Source: an optimization exercise on an open RTL-to-GDS flow (aim: small area and few clock cycles). Production flows keep margins and buffers that such runs may drop.
Only simulation tests tie the RTL to the original design; equivalence was not proved.
No activity file was given, so power comes from the tool's default toggle rates.

// uvc_frame_reader
module uvc_frame_reader (
    input  logic                        axi_clk,
    input  logic                        rst_n,
    input  axi_read_pkg::axi_addr_t     frame_buffer_addr_i,
    output logic                        next_frame_buffer_request_o,
    output axi_read_pkg::axi_addr_t     araddr_o,
    output axi_read_pkg::axi_len_t      arlen_o,
    output axi_read_pkg::axi_size_e     arsize_o,
    output axi_read_pkg::axi_burst_e    arburst_o,
    output logic                        arvalid_o,
    input  logic                        arready_i,
    input  axi_read_pkg::axi_data_t     rdata_i,
    input  logic                        rvalid_i,
    output logic                        rready_o,
    input  logic                        vf_sof_i,
    input  logic                        uvc_ready_i,
    output logic                        vf_valid_o,
    output video_stream_pkg::vid_byte_t vf_byte_o
);
Size: roughly 620 cells after synthesis, roughly 270 flip-flops, about 11,000 um^2 of cells after synthesis.
export LEC_CHECK = 0
export CAP_MARGIN = 20
export CORE_MARGIN = 2
export CORE_UTILIZATION = 40
export GPL_TIMING_DRIVEN = 0
export SLEW_MARGIN = 20
export SYNTH_HIERARCHICAL = 1
export SYNTH_MINIMUM_KEEP_SIZE = 0
create_clock -name core_clock -period 5.0 [get_ports {axi_clk}]
standard.sh (not shown) runs the stock make flow with config.mk's settings and CLKGATE_MAP_FILE= SYNTH_SCRIPT=/design/flow/synth_recipe.tcl, a recipe that flattens the netlist after the stock synthesis.
==> flow/flow/run.sh <==
#!/bin/bash
# layout flow: the standard flow, with the smallest buffer on the ports and a
# clock tree of fewer, smaller buffers without dummy loads
export BUFFER_PORTS_ARGS="-buffer_cell sky130_fd_sc_hd__buf_1"
export CTS_ARGS="-sink_clustering_enable -repair_clock_nets -dont_use_dummy_load -buf_list sky130_fd_sc_hd__clkbuf_8 -sink_clustering_size 16 -sink_clustering_max_diameter 50"
bash standard.sh > standard.log 2>&1
The first run passed the timing, design-rule and antenna checks.
Testbench counts at the start, summed over its fixed seeds: cycles 19,354.
Change:
Settings changed: CORE_UTILIZATION 40 to 60.
- The new run completed without violations
- final area came out lower by 1.1%
- via count grows by 2.5%
- worst hold slack loses 0.015 ns
- core utilization is higher by 23 points
- power went down by 0.86%
- non-clock buffer count increases by 2
- count of clock-buffer cells in the layout went down by 2
- final cell count came out lower by 9.8%
- first-iteration DRC count went up by 3.9%
- routed wire length decreases by 2.4%
- register-to-register slack improves by 0.07 ns
Change:
==> flow/flow/run.sh (replaced) <==
#!/bin/bash
# layout flow: the standard flow, with the smallest buffer on the ports and a
# clock tree of fewer, smaller buffers without dummy loads
export BUFFER_PORTS_ARGS="-buffer_cell sky130_fd_sc_hd__buf_1"
export CTS_ARGS="-sink_clustering_enable -repair_clock_nets -dont_use_dummy_load -buf_list sky130_fd_sc_hd__clkbuf_8 -sink_clustering_size 20 -sink_clustering_max_diameter 60"
bash standard.sh > standard.log 2>&1
Settings changed: CORE_UTILIZATION 60 to 40, GPL_TIMING_DRIVEN 0 to default.
What happened: The new run went through all stages and came out clean. Worst setup slack gains 0.33 ns. Clock-buffer cell count went down by 5. First-iteration DRC count rises by about 16%. Power shrinks by 2.6%.
Change:
==> flow/flow/run.sh (replaced) <==
#!/bin/bash
# layout flow: the standard flow, with the smallest buffer on the ports, a
# clock tree of fewer, smaller buffers without dummy loads, placement that
# does not keep its timing-driven buffering, and one tie cell per constant
export BUFFER_PORTS_ARGS="-buffer_cell sky130_fd_sc_hd__buf_1"
export CTS_ARGS="-sink_clustering_enable -repair_clock_nets -dont_use_dummy_load -buf_list sky130_fd_sc_hd__clkbuf_8 -sink_clustering_size 20 -sink_clustering_max_diameter 60"
export GPL_KEEP_OVERFLOW=0
export SKIP_REPAIR_TIE_FANOUT=1
bash standard.sh > standard.log 2>&1
Settings changed: CORE_UTILIZATION 40 to 60.
The changed run passed the timing, design-rule and antenna checks. Worst hold slack loses 0.032 ns. Design area shrinks by a few percent. Combinational power barely changes. Global-route usage grows by 9.4 points. First-iteration DRC count shrinks by about a fifth. Wire length shrinks by a few percent. Power shrinks slightly. Worst setup slack loses 0.27 ns. Utilization grows by 21 points. Clock power shrinks by a few percent.

red:
uvc_frame_reader again, from the RTL that the note above started with.
clock: 5.0 ns
lec_check: 0
cap_margin: 20
core_margin: 2
core_utilization: 40
slew_margin: 20
synth_hierarchical: 1
synth_minimum_keep_size: 0
==> flow/flow/run.sh <==
#!/bin/bash
# layout flow: the standard flow, with the smallest buffer on the ports, a
# clock tree of fewer, smaller buffers without dummy loads, placement that
# does not keep its timing-driven buffering, and one tie cell per constant
export BUFFER_PORTS_ARGS="-buffer_cell sky130_fd_sc_hd__buf_1"
export CTS_ARGS="-sink_clustering_enable -repair_clock_nets -dont_use_dummy_load -buf_list sky130_fd_sc_hd__clkbuf_8 -sink_clustering_size 20 -sink_clustering_max_diameter 60"
export GPL_KEEP_OVERFLOW=0
export SKIP_REPAIR_TIE_FANOUT=1
bash standard.sh > standard.log 2>&1
Testbench counts of red, summed over its fixed seeds: cycles 19,354.
What blue does differently from red at the input level:
-- flow/flow/run.sh --
<<< red, line 6
export CTS_ARGS="-sink_clustering_enable -repair_clock_nets -dont_use_dummy_load -buf_list sky130_fd_sc_hd__clkbuf_8 -sink_clustering_size 20 -sink_clustering_max_diameter 60"
>>> blue, line 6
export CTS_ARGS="-sink_clustering_enable -repair_clock_nets -dont_use_dummy_load -buf_list sky130_fd_sc_hd__clkbuf_8 -sink_clustering_size 16 -sink_clustering_max_diameter 50"
### Flow results
- First-pass GRT wire length of blue is on par with red.
- Diff red -> blue: total negative setup slack held steady; max-capacitance violation count barely changed; wire length went down by 0.43%; design area +0.46%.
- blue against red: final period utilization climbed 1.3 points, critical path depth level, total power rose by 1.3%.
- blue ran to completion and came out clean on the timing, design-rule and antenna checks.
For green, these inputs were changed with respect to blue:
-- flow/flow/run.sh --
<<< blue, line 6
export CTS_ARGS="-sink_clustering_enable -repair_clock_nets -dont_use_dummy_load -buf_list sky130_fd_sc_hd__clkbuf_8 -sink_clustering_size 16 -sink_clustering_max_diameter 50"
>>> green, line 6
export CTS_ARGS="-sink_clustering_enable -repair_clock_nets -dont_use_dummy_load -buf_list {sky130_fd_sc_hd__clkbuf_8 sky130_fd_sc_hd__clkbuf_16} -sink_clustering_size 24 -sink_clustering_max_diameter 60"
--- outcome ---
green — design area 1.3% higher, blue as reference. The run showing the greater sequential share of layout area is blue. Net count reported at finish | green below blue. green vs. blue: utilization now sits higher; met3 demand-to-capacity share in global routing now sits lower; proportion of power drawn by the clock network now sits higher; total power now sits higher. Final instance count without filler cells (higher): blue. Net switching power ended up about 3% higher on green than on blue. Critical path depth: blue vs green identical. Across both runs, share of total power in combinational logic was lower for green than for blue.

## job 101
The RTL this note starts from:
==> flow/design.v <==
`timescale 1ns/1ps
package axi_read_pkg;
    typedef logic [31:0] axi_addr_t;     
    typedef logic [63:0] axi_data_t;     
    typedef logic [7:0]  axi_len_t;      
    typedef enum logic [2:0] {
        SIZE_1B, SIZE_2B, SIZE_4B, SIZE_8B,
        SIZE_16B, SIZE_32B, SIZE_64B, SIZE_128B
    } axi_size_e;
    typedef enum logic [1:0] {FIXED = 2'd0, INCR = 2'd1, WRAP = 2'd2} axi_burst_e;
    typedef enum logic [2:0] {
        IDLE, LINE_ADDR, LINE_BURST, WAIT_ROOM, FRAME_REQ, FRAME_UPDATE, RESYNC
    } fetch_state_e;
endpackage
`timescale 1ns/1ps
package video_stream_pkg;
    typedef logic [7:0] vid_byte_t;
    typedef struct packed {
        logic        sof;    
        logic [63:0] data;
    } tagged_beat_t;
    typedef logic [$clog2(16 + 1) - 1:0] fifo_level_t;
endpackage
`timescale 1ns/1ps
module byte_pick3 (
    input  logic [2:0]  sel_i,
    input  logic [23:0] bytes_i,
    output logic [7:0]  byte_n_o
);
    assign byte_n_o = ~(({8{sel_i[0]}} & bytes_i[7:0]) |
                        ({8{sel_i[1]}} & bytes_i[15:8]) |
                        ({8{sel_i[2]}} & bytes_i[23:16]));
endmodule
module byte_serializer #(
    parameter int N = 32                 
) (
    input  logic [N-1:0]   sel_i,        
    input  logic [N*8-1:0] bytes_i,
    output logic [7:0]     byte_o
);
    localparam int G = (N + 2) / 3;      
    logic [3*G-1:0]   sel;
    logic [3*G*8-1:0] bytes;
    logic [7:0]       group_n [0:G-1];
    assign sel   = (3*G)'(sel_i);
    assign bytes = (3*G*8)'(bytes_i);
    for (genvar g = 0; g < G; g++)
    begin : g_group
        byte_pick3 u_pick3 (
            .sel_i    (sel[3*g +: 3]),
            .bytes_i  (bytes[24*g +: 24]),
            .byte_n_o (group_n[g])
        );
    end
    always_comb
    begin
        byte_o = '0;
        for (int g = 0; g < G; g++)
            byte_o = byte_o | ~group_n[g];
    end
endmodule
`timescale 1ns/1ps
module uvc_frame_reader (
    input  logic                        axi_clk,
    input  logic                        rst_n,
    input  axi_read_pkg::axi_addr_t     frame_buffer_addr_i,
    output logic                        next_frame_buffer_request_o,
    output axi_read_pkg::axi_addr_t     araddr_o,
    output axi_read_pkg::axi_len_t      arlen_o,
    output axi_read_pkg::axi_size_e     arsize_o,
    output axi_read_pkg::axi_burst_e    arburst_o,
    output logic                        arvalid_o,
    input  logic                        arready_i,
    input  axi_read_pkg::axi_data_t     rdata_i,
    input  logic                        rvalid_i,
    output logic                        rready_o,
    input  logic                        vf_sof_i,
    input  logic                        uvc_ready_i,
    output logic                        vf_valid_o,
    output video_stream_pkg::vid_byte_t vf_byte_o
);
    localparam int BEATS = (16 / 4);    
    logic [63:0] slot_q [0:BEATS-1];
    logic [2:0]  wcnt_q;      
    logic [2:0]  rcnt_q;      
    logic [2:0]  idx_q;       
    logic [1:0]  line_q;      
    logic take, last_byte, mismatch, accept, raise_now, bypass, frame_start;
    assign arlen_o   = axi_read_pkg::axi_len_t'(BEATS - 1);
    assign arsize_o  = axi_read_pkg::SIZE_8B;
    assign arburst_o = axi_read_pkg::INCR;
    assign rready_o  = 1'b1;
    assign araddr_o  = {frame_buffer_addr_i[31:11] +
                        (32 - 11)'(line_q),
                        frame_buffer_addr_i[11-1:0]};
    assign arvalid_o = raise_now;
    assign next_frame_buffer_request_o = (line_q == 2'd0) && (wcnt_q == 3'd0);
    assign bypass     = (rcnt_q == wcnt_q);
    assign vf_valid_o = !rcnt_q[2] && (!bypass || rvalid_i);
    logic [32:0] pick_sel;
    always_comb
    begin
        for (int i = 0; i < 32; i++)
            pick_sel[i] = !bypass && ({rcnt_q[1:0] - wcnt_q[1:0], idx_q} == 5'(i));
        pick_sel[32] = bypass;
    end
    byte_serializer #(.N(33)) u_pick (
        .sel_i   (pick_sel),
        .bytes_i ({rdata_i[7:0], slot_q[3], slot_q[2], slot_q[1], slot_q[0]}),
        .byte_o  (vf_byte_o)
    );
    assign frame_start = (line_q == 2'd1) && (rcnt_q[1:0] == 2'd0) && (idx_q == 3'd0);
    assign take      = vf_valid_o && uvc_ready_i;
    assign last_byte = (idx_q == 3'd7);
    assign mismatch  = take && vf_sof_i && !frame_start;
    assign accept    = arvalid_o && arready_i;
    assign raise_now = wcnt_q[2] &&
                       (rcnt_q[2] ||
                        (rcnt_q[1:0] == 2'd3 && last_byte && take && !vf_sof_i));
    always_ff @(posedge axi_clk or negedge rst_n)
    begin
        if (!rst_n)
        begin
            wcnt_q    <= 3'd4;
            rcnt_q    <= 3'd4;
            idx_q     <= '0;
            line_q    <= '0;
        end
        else
        begin
            if (accept)
                wcnt_q <= '0;
            else if (rvalid_i)
                wcnt_q <= wcnt_q + 1'b1;
            if (mismatch)
            begin
                rcnt_q <= 3'd4;
                idx_q  <= '0;
                line_q <= '0;
            end
            else
            begin
                if (accept)
                    rcnt_q <= '0;
                else if (take && last_byte)
                    rcnt_q <= rcnt_q + 1'b1;
                if (take)
                    idx_q <= idx_q + 1'b1;
                if (accept)
                    line_q <= line_q + 1'b1;
            end
        end
    end
    always_ff @(posedge axi_clk)
    begin
        if (rvalid_i)
        begin
            for (int k = 0; k < BEATS - 1; k++)
                slot_q[k] <= slot_q[k + 1];
            slot_q[BEATS-1] <= rdata_i;
        end
    end
endmodule
==> flow/config.mk <==
export PLATFORM = sky130hd
export DESIGN_NAME = uvc_frame_reader
export DESIGN_NICKNAME = uvc_frame_reader
export VERILOG_FILES = /design/flow/design.v
export SDC_FILE = /design/flow/constraint.sdc
export NUM_CORES = 4
export LEC_CHECK = 0
export CAP_MARGIN = 0
export CORE_MARGIN = 2
export CORE_UTILIZATION = 75
export SLEW_MARGIN = 0
export SYNTH_HIERARCHICAL = 1
export SYNTH_MINIMUM_KEEP_SIZE = 0
==> flow/constraint.sdc <==
create_clock -name core_clock -period 5.0 [get_ports {axi_clk}]
set_input_delay 1.0000 -clock core_clock [delete_from_list [all_inputs] [get_ports {axi_clk}]]
set_output_delay 1.0000 -clock core_clock [all_outputs]
set_load 0.01 [all_outputs]
==> flow/flow/run.sh <==
#!/bin/bash
# layout flow: the standard flow, with the smallest buffer on the ports, a
# clock tree of fewer, smaller buffers without dummy loads, placement that
# does not keep its timing-driven buffering, and one tie cell per constant
export BUFFER_PORTS_ARGS="-buffer_cell sky130_fd_sc_hd__buf_1"
export CTS_ARGS="-sink_clustering_enable -repair_clock_nets -dont_use_dummy_load -buf_list sky130_fd_sc_hd__clkbuf_8 -sink_clustering_size 20 -sink_clustering_max_diameter 60"
export GPL_KEEP_OVERFLOW=0
export SKIP_REPAIR_TIE_FANOUT=1
bash standard.sh > standard.log 2>&1
Job 101: flow completed, timing, DRC and antenna clean
Testbench counts of job 101, summed over its fixed seeds: cycles 19,354.
## Diff of input files: job 102 against job 101
Settings: CTS_CLUSTER_DIAMETER now 60, previously not set; CORE_UTILIZATION now 40, was 75; SLEW_MARGIN now 20, was 0; CTS_BUF_LIST now sky130_fd_sc_hd__clkbuf_8, previously not set; CAP_MARGIN now 20, was 0; CTS_CLUSTER_SIZE now 20, previously not set.
==> flow/run.sh (new file) <==
#!/bin/bash
# synth_recipe.tcl (not shown) runs the flow's synth.tcl, then flattens the netlist and writes it again
# the make line also repeats each setting of config.mk as NAME=value (left out here)
make -C /OpenROAD-flow-scripts/flow DESIGN_CONFIG=/design/flow/config.mk WORK_HOME=/design/flow/orfs CLKGATE_MAP_FILE= SYNTH_SCRIPT=/design/flow/synth_recipe.tcl finish
removed: flow/flow/run.sh
removed: flow/standard.sh
### Flow results
Relative slew slack on job 102 is ahead of job 101. Summary of job 102 over job 101: power per cell area was more or less identical, area growth from synthesis to layout increased by 10 points relative to the old numbers.

Starts from the design.v that is shown in full above.
==> flow/config.mk <==
export PLATFORM = sky130hd
export DESIGN_NAME = uvc_frame_reader
export DESIGN_NICKNAME = uvc_frame_reader
export VERILOG_FILES = /design/flow/design.v
export SDC_FILE = /design/flow/constraint.sdc
export NUM_CORES = 4
export LEC_CHECK = 0
export CAP_MARGIN = 0
export CORE_MARGIN = 2
export CORE_UTILIZATION = 40
export SLEW_MARGIN = 0
export SYNTH_HIERARCHICAL = 1
export SYNTH_MINIMUM_KEEP_SIZE = 0
==> flow/constraint.sdc <==
create_clock -name core_clock -period 5.0 [get_ports {axi_clk}]
set_input_delay 1.0000 -clock core_clock [delete_from_list [all_inputs] [get_ports {axi_clk}]]
set_output_delay 1.0000 -clock core_clock [all_outputs]
set_load 0.01 [all_outputs]
==> flow/flow/run.sh <==
#!/bin/bash
# layout flow: the standard flow, with the smallest buffer on the ports, a
# clock tree of fewer, smaller buffers without dummy loads, placement that
# does not keep its timing-driven buffering, and one tie cell per constant
export BUFFER_PORTS_ARGS="-buffer_cell sky130_fd_sc_hd__buf_1"
export CTS_ARGS="-sink_clustering_enable -repair_clock_nets -dont_use_dummy_load -buf_list sky130_fd_sc_hd__clkbuf_8 -sink_clustering_size 20 -sink_clustering_max_diameter 60"
export GPL_KEEP_OVERFLOW=0
export SKIP_REPAIR_TIE_FANOUT=1
bash standard.sh > standard.log 2>&1
Testbench counts at the start, summed over its fixed seeds: cycles 19,354.
Next try:
CORE_UTILIZATION = 60   (was 40)
After rerunning: Final area decreases by about 1.4%. Power shrinks by 1.2%. Non-clock buffer count drops by 2. Wire length falls by 4.4%. Hold slack is better by 3.2 ps. Fmax increases by 0.43%. Die area fell by about 33%. Sequential share of layout area went up by 0.96 points.
Next try:
==> flow/flow/run.sh (replaced) <==
#!/bin/bash
# layout flow: the standard flow, with the smallest buffer on the ports, a
# clock tree of fewer, smaller buffers without dummy loads, placement that
# does not keep its timing-driven buffering, and one tie cell per constant
export BUFFER_PORTS_ARGS="-buffer_cell sky130_fd_sc_hd__buf_1"
export CTS_ARGS="-sink_clustering_enable -repair_clock_nets -dont_use_dummy_load -buf_list sky130_fd_sc_hd__clkbuf_8 -sink_clustering_size 24 -sink_clustering_max_diameter 45"
export GPL_KEEP_OVERFLOW=0
export SKIP_REPAIR_TIE_FANOUT=1
bash standard.sh > standard.log 2>&1
Effect:
- flip-flop and latch count does not change
- routed wire length came out higher by 0.91%
- count of clock-buffer cells in the layout is higher by 9

==> re-timing with driven ports <==
Ports are ideal in the flow. The routed layouts listed here were re-timed in OpenROAD. Step 1 sets driving cells, clkbuf_16 on the clock port and buf_2 on the other inputs (assumed; they add their load-dependent delay and slew). Step 2 times the ports against the registers' clock, not the clock port: input delays grow and output delays shrink by t, the midpoint of the rising clock arrivals with the driver on. Three values: ideal ports, drivers, drivers and shift; two values: the first two.
| run | t, ns | setup WS [ns] | worst setup path at the end | slew at the worst register clock pin (ns) |
|---|---|---|---|---|
| the first run of note 1 | 0.580 | 0.238 / 0.197 / 0.777 | register to output | 0.10 / 0.10 |
| the second run of note 1 | 0.560 | 0.251 / 0.216 / 0.776 | register to output | 0.10 / 0.10 |
| the third run of note 1 | 0.554 | 0.585 / 0.544 / 1.098 | register to output | 0.12 / 0.12 |
| the fourth run of note 1 | 0.556 | 0.317 / 0.275 / 0.831 | register to output | 0.12 / 0.12 |
| red | 0.560 | 0.361 / 0.322 / 0.882 | register to output | 0.11 / 0.11 |
| blue | 0.572 | 0.297 / 0.256 / 0.828 | register to output | 0.10 / 0.10 |
| green | 0.537 | 0.296 / 0.252 / 0.789 | register to output | 0.09 / 0.09 |
| job 101 | 0.538 | 0.141 / 0.105 / 0.642 | register to output | 0.12 / 0.12 |
| job 102 | 0.558 | 0.105 / 0.065 / 0.156 | input to output | 0.12 / 0.12 |
| the first run of note 4 | 0.553 | 0.289 / 0.247 / 0.800 | register to output | 0.12 / 0.12 |
| the second run of note 4 | 0.538 | 0.309 / 0.272 / 0.811 | register to output | 0.12 / 0.12 |
| the third run of note 4 | 0.567 | 0.235 / 0.198 / 0.765 | register to output | 0.09 / 0.09 |
After both steps every run listed still meets setup and hold.
